What follows belongs to an exercise in optimizing a design on an open flow for small area, a short achievable clock period and few clock cycles per item; a production flow would make more cautious choices.
Where RTL was checked, it was by simulation tests only, not by an equivalence proof against the original.

Design fp32_truncating_alu_top, start of the top module:
module fp32_truncating_alu_top
(
   input  wire logic        clock,
   input  wire logic        reset,
   input  wire logic        req_tvalid,
   output logic             req_tready,
   input  wire logic [71:0] req_tdata,
   output logic             rsp_tvalid,
   input  wire logic        rsp_tready,
   output logic [39:0]      rsp_tdata
);
Settings: LEC_CHECK=0, ABC_AREA=1, CAP_MARGIN=20, CORE_MARGIN=2, CORE_UTILIZATION=40, SLEW_MARGIN=20; clock period 12.0 ns.
standard.sh (not shown) runs the stock make flow with config.mk's settings and CLKGATE_MAP_FILE= SYNTH_SCRIPT=/design/flow/synth_recipe.tcl, a recipe that flattens the netlist after the stock synthesis.
==> flow/flow/run.sh <==
#!/bin/bash
# Standard layout, with timing repair aiming below the clock period: repair
# works on every path with less than SETUP_SLACK_MARGIN ns of slack.
set -euo pipefail
bash standard.sh SETUP_SLACK_MARGIN=7.5 finish > standard_flow.log 2>&1
Edit:
--- a/flow/design.v
+++ b/flow/design.v
@@ -1774,14 +1774,12 @@
    logic       v0;
    logic [1:0] op0;
    logic       as0, bs0;
    logic [7:0] ae0, be0;
    logic [22:0] am0, bm0;
    logic       ge0;      
-   logic [11:0] bone0, btwo0, bone_i, btwo_i;    
-   fta_booth_enc u_benc (.b({1'b1, req_tdata[65:43]}), .bone(bone_i), .btwo(btwo_i));
    always_ff @(posedge clock) begin
       if (reset) v0 <= 1'b0;
       else if (en) v0 <= req_tvalid;
    end
    always_ff @(posedge clock) begin
       if (en) begin
@@ -1790,14 +1788,12 @@
          ae0 <= req_tdata[10:3];
          am0 <= req_tdata[33:11];
          bs0 <= req_tdata[34] ^ (req_tdata[1:0] == 2'd1);
          be0 <= req_tdata[42:35];
          bm0 <= req_tdata[65:43];
          ge0 <= req_tdata[33:11] >= req_tdata[65:43];
-         bone0 <= bone_i;
-         btwo0 <= btwo_i;
       end
    end
    logic isdiv0, ismul0, isadd0;
    assign isdiv0 = (op0 == 2'd3);
    assign ismul0 = (op0 == 2'd2);
    assign isadd0 = ~op0[1];
@@ -1812,12 +1808,14 @@
                       .s_o(st1_s2), .c_o(st1_c2), .npos(st1_p3), .nneg(st1_n3));
    logic [26:0] st1_s3, st1_c3;
    logic        st1_p4, st1_n4;
    fta_div_row u_row3 (.s(st1_s2), .c(st1_c2), .b_mantissa(bm0), .pos(st1_p3), .neg(st1_n3),
                       .s_o(st1_s3), .c_o(st1_c3), .npos(st1_p4), .nneg(st1_n4));
    logic [138:0] m_v;
+   logic [11:0] bone0, btwo0;    
+   fta_booth_enc u_benc (.b({1'b1, bm0}), .bone(bone0), .btwo(btwo0));
    fta_mul_pp u_mul_pp (.a({1'b1, am0}), .b({1'b1, bm0}), .bone(bone0), .btwo(btwo0), .v(m_v));
    logic [9:0]  e_mul;
    assign e_mul = {2'b00, ae0} + {2'b00, be0} - 10'd127;
    logic [22:0] a_big;
    logic [23:0] a_sml;
    logic [7:0]  a_e;
Effect: The new run finished with timing, DRC and antenna clean; sequential share of layout area came out lower by 0.75 points; synthesized cell count hardly moves; core utilization came out higher by 0.62 points; non-clock buffer count came out higher by 44; clock-buffer cell count came out higher by 7.
Testbench counts after the change, summed over its fixed seeds: cycles 16,080, items 16,000.
Only the layout flow was run in the first run of this note; the RTL was not checked for function there.

--- another note on this design; it stands on its own ---

// fp32_truncating_alu_top
module fp32_truncating_alu_top
(
   input  wire logic        clock,
   input  wire logic        reset,
   input  wire logic        req_tvalid,
   output logic             req_tready,
   input  wire logic [71:0] req_tdata,
   output logic             rsp_tvalid,
   input  wire logic        rsp_tready,
   output logic [39:0]      rsp_tdata
);
For scale: about 8900 cells after synthesis, about 120 I/O pins, about 0.087 mm² of cells after synthesis.
Settings: LEC_CHECK=0, ABC_AREA=1, CAP_MARGIN=20, CORE_MARGIN=2, CORE_UTILIZATION=40, SLEW_MARGIN=20; clock period 12.0 ns.
standard.sh (not shown) runs the stock make flow with config.mk's settings and CLKGATE_MAP_FILE= SYNTH_SCRIPT=/design/flow/synth_recipe.tcl, a recipe that flattens the netlist after the stock synthesis.
==> flow/flow/run.sh <==
#!/bin/bash
# Standard layout, with timing repair aiming below the clock period: repair
# works on every path with less than SETUP_SLACK_MARGIN ns of slack.
set -euo pipefail
bash standard.sh SETUP_SLACK_MARGIN=7.25 finish > standard_flow.log 2>&1
Testbench counts at the start, summed over its fixed seeds: cycles 16,080, items 16,000.
==> next run, changes <==
--- a/flow/flow/run.sh
+++ b/flow/flow/run.sh
@@ -5 +5 @@
-bash standard.sh SETUP_SLACK_MARGIN=7.25 finish > standard_flow.log 2>&1
+bash standard.sh SETUP_SLACK_MARGIN=7.5 finish > standard_flow.log 2>&1
--- a/flow/config.mk
+++ b/flow/config.mk
@@ -8,0 +9 @@
+export ABC_CLOCK_PERIOD_IN_PS = 4500
Synthesized cell count is unchanged.
Count of clock-buffer cells in the layout climbs by 18.
Via count climbs by 2.5%.
Global-route usage climbs by 0.44 points.
Final cell count climbs by 1.4%.
Wire length climbs by 2.4%.
First-iteration DRC count climbs by 16%.
Setup slack gains 0.23 ns.

port drivers added, routing unchanged:
The flow's constraints put no driver on any port. The routed layouts listed below were extracted and timed again, unchanged, in two steps. Step 1 assumes that a clkbuf_16 drives the clock port and a buf_2 every other input. Step 2 moves the port delays by t, midway between the first and last clock arrival at a register: inputs arrive t later, outputs are due t later. That takes back most of the time a late clock gives input paths. Slacks: ideal / step 1 / step 2; pairs: ideal / step 1.
| run | t (ns) | setup WS [ns] | hold slack, ns | latest minus earliest clock arrival (ns) | cell pins on the clock port's net |
|---|---|---|---|---|---|
| the first run of note 1 | 0.885 | 7.445 / 7.445 / 6.928 | 0.381 / 0.381 / 0.381 | 0.063 / 0.063 | 1 |
| the second run of note 1 | 0.889 | 7.489 / 7.489 / 7.415 | 0.378 / 0.378 / 0.378 | 0.084 / 0.084 | 1 |
| the first run of note 2 | 0.883 | 7.256 / 7.256 / 7.256 | 0.384 / 0.384 / 0.384 | 0.053 / 0.053 | 1 |
| the second run of note 2 | 0.889 | 7.489 / 7.489 / 7.415 | 0.378 / 0.378 / 0.378 | 0.084 / 0.084 | 1 |
After both steps setup and hold are still met in every run listed. The setup slack of the first run of note 1, which loses most, moves by 0.000 ns with the drivers and by -0.517 ns with both steps.
